Context: an optimization exercise on an open-source flow, tuned for small area, a short achievable clock period and few clock cycles. The choices shown serve that exercise and are no tape-out recipe. Where RTL was checked, it was by simulation tests only, not by an equivalence proof against the original. Power is estimated from default activity; no workload was simulated.

==> flow/design.v <==
`default_nettype none
module ram_sdp_init #(
  parameter int          DATA_W = 8,
  parameter int          ADDR_W = 8,
  parameter int unsigned FILL   = 0
) (
  input  logic              clk,
  input  logic              rst_n,
  input  logic              init_req,
  output logic              ready,
  input  logic              we,
  input  logic [ADDR_W-1:0] w_addr,
  input  logic [DATA_W-1:0] w_data,
  input  logic              re,
  input  logic [ADDR_W-1:0] r_addr,
  output logic [DATA_W-1:0] r_data,
  output logic              r_valid
);
  localparam int                c_depth = 2 ** ADDR_W;
  localparam logic [DATA_W-1:0] c_fill  = DATA_W'(FILL);
  logic                r_ready;
  logic                w_clr;
  logic [DATA_W-1:0]   w_wdata;
  logic [DATA_W-1:0]   r_mem [c_depth];
  assign w_clr   = !r_ready;
  assign w_wdata = w_clr ? c_fill : w_data;
  assign ready   = r_ready;
  always_ff @(posedge clk or negedge rst_n) begin
    if (!rst_n) begin
      r_ready <= 1'b0;
      r_valid <= 1'b0;
    end else begin
      r_ready <= !(r_ready && init_req);
      r_valid <= r_ready && !init_req && re;
    end
  end
  logic [15:0] w_we_hi;
  logic [15:0] w_we_lo;
  for (genvar j = 0; j < 16; j++) begin : g_we_dec
    assign w_we_hi[j] = w_clr || (we && (w_addr[7:4] == 4'(j)));
    assign w_we_lo[j] = w_clr || (w_addr[3:0] == 4'(j));
  end
  for (genvar i = 0; i < c_depth; i++) begin : g_word
    always_ff @(posedge clk) begin
      if (w_we_hi[i / 16] && w_we_lo[i % 16]) begin
        r_mem[i] <= w_wdata;
      end
    end
  end
  localparam int c_half = c_depth / 2;
  logic                w_collide;
  logic                w_top;
  logic [DATA_W-1:0]   w_rd_lo;
  logic [DATA_W-1:0]   w_rd_hi;
  logic [DATA_W-1:0]   r_rd_lo;
  logic [DATA_W-1:0]   r_rd_hi;
  assign w_collide = we && (w_addr == r_addr);
  assign w_top     = r_addr[ADDR_W-1];
  assign w_rd_lo   = w_collide ? w_data : r_mem[{1'b0, r_addr[ADDR_W-2:0]}];
  assign w_rd_hi   = w_collide ? w_data : r_mem[{1'b1, r_addr[ADDR_W-2:0]}];
  always_ff @(posedge clk) begin
    r_rd_lo <= w_top ? '0 : w_rd_lo;
    r_rd_hi <= w_top ? w_rd_hi : '0;
  end
  assign r_data = r_rd_lo | r_rd_hi;
endmodule
`default_nettype wire
make LEC_CHECK=0 ABC_AREA=1 CAP_MARGIN=20 CORE_MARGIN=2 CORE_UTILIZATION=55 CTS_BUF_LIST=sky130_fd_sc_hd__clkbuf_16 CTS_CLUSTER_DIAMETER=90 CTS_CLUSTER_SIZE=24 SETUP_SLACK_MARGIN=2.5 SLEW_MARGIN=20 finish   # period 5.0 ns
run.sh (not shown) runs the stock make flow with config.mk's settings and CLKGATE_MAP_FILE= SYNTH_SCRIPT=/design/flow/synth_recipe.tcl, a recipe that flattens the netlist after the stock synthesis.
==> next run, changes <==
--- a/flow/design.v
+++ b/flow/design.v
@@ -19,33 +19,27 @@
   localparam int                c_depth = 2 ** ADDR_W;
   localparam logic [DATA_W-1:0] c_fill  = DATA_W'(FILL);
   logic                r_ready;
   logic                w_clr;
   logic [DATA_W-1:0]   w_wdata;
   logic [DATA_W-1:0]   r_mem [c_depth];
-  assign w_clr   = !r_ready;
+  assign w_clr   = !r_ready || init_req;
   assign w_wdata = w_clr ? c_fill : w_data;
   assign ready   = r_ready;
   always_ff @(posedge clk or negedge rst_n) begin
     if (!rst_n) begin
       r_ready <= 1'b0;
       r_valid <= 1'b0;
     end else begin
-      r_ready <= !(r_ready && init_req);
+      r_ready <= 1'b1;
       r_valid <= r_ready && !init_req && re;
     end
   end
-  logic [15:0] w_we_hi;
-  logic [15:0] w_we_lo;
-  for (genvar j = 0; j < 16; j++) begin : g_we_dec
-    assign w_we_hi[j] = w_clr || (we && (w_addr[7:4] == 4'(j)));
-    assign w_we_lo[j] = w_clr || (w_addr[3:0] == 4'(j));
-  end
   for (genvar i = 0; i < c_depth; i++) begin : g_word
     always_ff @(posedge clk) begin
-      if (w_we_hi[i / 16] && w_we_lo[i % 16]) begin
+      if (w_clr || (we && (w_addr == ADDR_W'(i)))) begin
         r_mem[i] <= w_wdata;
       end
     end
   end
   localparam int c_half = c_depth / 2;
   logic                w_collide;
Result:
- routed wire length is lower by 7.9%
- worst setup slack gets worse by 0.0099 ns
- final area drops by about 0.6%
- hold slack is better by 0.015 ns
- die area is higher by about 1.2%
- sequential power stays flat
- global-route usage fell by 3.1 points
- synthesized area is higher by about 1.3%
Testbench counts after the change, summed over its fixed seeds: cycles 32,784.
Function not checked in the first run of this note: the RTL went through the layout flow alone.

* * *

ram_sdp_init, a different RTL version from the one above (not shown whole).
Size in the first run: roughly 7000 cells after synthesis, roughly 2100 flip-flops, roughly 39 I/O pins, about 82000 µm² of cells after synthesis.
==> module ram_sdp_init, before the edit <==
module ram_sdp_init #(
  parameter int          DATA_W = 8,
  parameter int          ADDR_W = 8,
  parameter int unsigned FILL   = 0
) (
  input  logic              clk,
  input  logic              rst_n,
  input  logic              init_req,
  output logic              ready,
  input  logic              we,
  input  logic [ADDR_W-1:0] w_addr,
  input  logic [DATA_W-1:0] w_data,
  input  logic              re,
  input  logic [ADDR_W-1:0] r_addr,
  output logic [DATA_W-1:0] r_data,
  output logic              r_valid
);
  localparam int                c_depth = 2 ** ADDR_W;
  localparam logic [DATA_W-1:0] c_fill  = DATA_W'(FILL);
  logic                r_ready;
  logic                w_clr;
  logic [DATA_W-1:0]   w_wdata;
  logic [DATA_W-1:0]   r_mem [c_depth];
  assign w_clr   = !r_ready;
  assign w_wdata = w_clr ? c_fill : w_data;
  assign ready   = r_ready;
  always_ff @(posedge clk or negedge rst_n) begin
    if (!rst_n) begin
      r_ready <= 1'b0;
      r_valid <= 1'b0;
    end else begin
      r_ready <= !(r_ready && init_req);
      r_valid <= r_ready && !init_req && re;
    end
  end
  for (genvar i = 0; i < c_depth; i++) begin : g_word
    always_ff @(posedge clk) begin
      if (w_clr || (we && (w_addr == ADDR_W'(i)))) begin
        r_mem[i] <= w_wdata;
      end
    end
  end
  localparam int c_half = c_depth / 2;
  logic                w_collide;
  logic                w_top;
  logic [DATA_W-1:0]   w_rd_lo;
  logic [DATA_W-1:0]   w_rd_hi;
  logic [DATA_W-1:0]   r_rd_lo;
  logic [DATA_W-1:0]   r_rd_hi;
  assign w_collide = we && (w_addr == r_addr);
  assign w_top     = r_addr[ADDR_W-1];
  assign w_rd_lo   = w_collide ? w_data : r_mem[{1'b0, r_addr[ADDR_W-2:0]}];
  assign w_rd_hi   = w_collide ? w_data : r_mem[{1'b1, r_addr[ADDR_W-2:0]}];
  always_ff @(posedge clk) begin
    r_rd_lo <= w_top ? '0 : w_rd_lo;
    r_rd_hi <= w_top ? w_rd_hi : '0;
  end
  assign r_data = r_rd_lo | r_rd_hi;
endmodule
export LEC_CHECK = 0
export ABC_AREA = 1
export CAP_MARGIN = 20
export CORE_MARGIN = 2
export CORE_UTILIZATION = 40
export CTS_BUF_LIST = sky130_fd_sc_hd__clkbuf_16
export CTS_CLUSTER_DIAMETER = 60
export CTS_CLUSTER_SIZE = 50
export SETUP_SLACK_MARGIN = 2.5
export SLEW_MARGIN = 20
create_clock -name core_clock -period 5.0 [get_ports {clk}]
==> next run, changes <==
--- a/flow/design.v
+++ b/flow/design.v
@@ -22,7 +22,7 @@
   logic                w_clr;
   logic [DATA_W-1:0]   w_wdata;
   logic [DATA_W-1:0]   r_mem [c_depth];
-  assign w_clr   = !r_ready;
+  assign w_clr   = !r_ready || init_req;
   assign w_wdata = w_clr ? c_fill : w_data;
   assign ready   = r_ready;
   always_ff @(posedge clk or negedge rst_n) begin
@@ -30,7 +30,7 @@
       r_ready <= 1'b0;
       r_valid <= 1'b0;
     end else begin
-      r_ready <= !(r_ready && init_req);
+      r_ready <= 1'b1;
       r_valid <= r_ready && !init_req && re;
     end
   end
Result: Synthesized area increases by 0.44%; wire length decreases by 11%; register-to-register slack gets better by 0.35 ns; cell area decreases by 3.0%; total power decreases by 2.4%; utilization decreases by 1.9 points; die area increases by 0.44%; sequential share of layout area increases by 1.9 points.
Testbench counts after the change, summed over its fixed seeds: cycles 32,784.
No functional check of the RTL was part of the first run of this note.

* * *

== before ==
ram_sdp_init, a different RTL version from the one above (not shown whole).
Size: ~7,100 cells after synthesis, about 2,100 flip-flops, about 39 I/O pins, ~82,000 um2 of cells after synthesis.
==> module ram_sdp_init, before the edit <==
module ram_sdp_init #(
  parameter int          DATA_W = 8,
  parameter int          ADDR_W = 8,
  parameter int unsigned FILL   = 0
) (
  input  logic              clk,
  input  logic              rst_n,
  input  logic              init_req,
  output logic              ready,
  input  logic              we,
  input  logic [ADDR_W-1:0] w_addr,
  input  logic [DATA_W-1:0] w_data,
  input  logic              re,
  input  logic [ADDR_W-1:0] r_addr,
  output logic [DATA_W-1:0] r_data,
  output logic              r_valid
);
  localparam int                c_depth = 2 ** ADDR_W;
  localparam logic [DATA_W-1:0] c_fill  = DATA_W'(FILL);
  logic                r_ready;
  logic                w_clr;
  logic [DATA_W-1:0]   w_wdata;
  logic [DATA_W-1:0]   r_mem [c_depth];
  assign w_clr   = !r_ready || init_req;
  assign w_wdata = w_clr ? c_fill : w_data;
  assign ready   = r_ready;
  always_ff @(posedge clk or negedge rst_n) begin
    if (!rst_n) begin
      r_ready <= 1'b0;
      r_valid <= 1'b0;
    end else begin
      r_ready <= 1'b1;
      r_valid <= r_ready && !init_req && re;
    end
  end
  for (genvar i = 0; i < c_depth; i++) begin : g_word
    always_ff @(posedge clk) begin
      if (w_clr || (we && (w_addr == ADDR_W'(i)))) begin
        r_mem[i] <= w_wdata;
      end
    end
  end
  always_ff @(posedge clk) begin
    r_data <= (we && (w_addr == r_addr)) ? w_data : r_mem[r_addr];
  end
endmodule
make LEC_CHECK=0 ABC_AREA=1 CAP_MARGIN=20 CORE_MARGIN=2 CORE_UTILIZATION=40 SETUP_SLACK_MARGIN=2.5 SLEW_MARGIN=20 finish   # period 5.0 ns
Relative to before, the following input files were edited for after:
diff --git a/flow/design.v b/flow/design.v
--- a/flow/design.v
+++ b/flow/design.v
@@ -38,11 +38,24 @@
     always_ff @(posedge clk) begin
       if (w_clr || (we && (w_addr == ADDR_W'(i)))) begin
         r_mem[i] <= w_wdata;
       end
     end
   end
+  localparam int c_half = c_depth / 2;
+  logic                w_collide;
+  logic                w_top;
+  logic [DATA_W-1:0]   w_rd_lo;
+  logic [DATA_W-1:0]   w_rd_hi;
+  logic [DATA_W-1:0]   r_rd_lo;
+  logic [DATA_W-1:0]   r_rd_hi;
+  assign w_collide = we && (w_addr == r_addr);
+  assign w_top     = r_addr[ADDR_W-1];
+  assign w_rd_lo   = w_collide ? w_data : r_mem[{1'b0, r_addr[ADDR_W-2:0]}];
+  assign w_rd_hi   = w_collide ? w_data : r_mem[{1'b1, r_addr[ADDR_W-2:0]}];
   always_ff @(posedge clk) begin
-    r_data <= (we && (w_addr == r_addr)) ? w_data : r_mem[r_addr];
+    r_rd_lo <= w_top ? '0 : w_rd_lo;
+    r_rd_hi <= w_top ? w_rd_hi : '0;
   end
+  assign r_data = r_rd_lo | r_rd_hi;
 endmodule
 `default_nettype wire
Notes after the runs:
- In after, count of cells resized by post-cts repair is lower than in before.
- Status: hold slack parity (before, after)
- Combinational power on after is down relative to before.
- Worst setup slack in after is 0.0033 ns higher than in before
- after did not stop at any stage, and its layout met the timing, design-rule and antenna checks.
- The cell area reported for after is smaller than that of before by 2.8%.
Testbench counts of after, summed over its fixed seeds: cycles 32,784.
Only the layout flow was run in before; the RTL was not checked for function there.

[separate check: timing with driven ports]
The flow's constraints put no driver on any port. The routed layouts listed below were extracted and timed again, unchanged, in two steps.
Step 1, drivers: a clkbuf_16 drives clk and a buf_2 each remaining input, both assumed.
Step 2 moves the port delays by t, midway between the first and last clock arrival at a register: inputs arrive t later, outputs are due t later. That takes back most of the time a late clock gives input paths.
Three values: ideal ports, drivers, drivers and shift; two values: the first two.
| run | shift t [ns] | setup WS [ns] | worst setup path at the end | latest minus earliest clock arrival (ns) | worst slew at a driven data input, ns |
|---|---|---|---|---|---|
| the first run of note 1 | 0.835 | 2.450 / 2.363 / 1.666 | input to register | 0.049 / 0.049 | 0.07 |
| the second run of note 1 | 0.832 | 2.440 / 2.366 / 1.621 | input to register | 0.034 / 0.034 | 0.10 |
| the first run of note 2 | 0.904 | 2.279 / 2.265 / 1.399 | input to register | 0.064 / 0.064 | 0.23 |
| the second run of note 2 | 0.921 | 2.395 / 2.300 / 1.420 | input to register | 0.042 / 0.042 | 0.26 |
| before | 0.961 | 2.364 / 2.318 / 1.358 | input to register | 0.073 / 0.073 | 0.18 |
| after | 0.953 | 2.367 / 2.285 / 1.413 | input to register | 0.051 / 0.051 | 0.25 |
After both steps setup and hold are still met in every run listed. For before, which loses most, drivers alone change the setup slack by -0.046 ns; drivers and shift together by -1.006 ns.
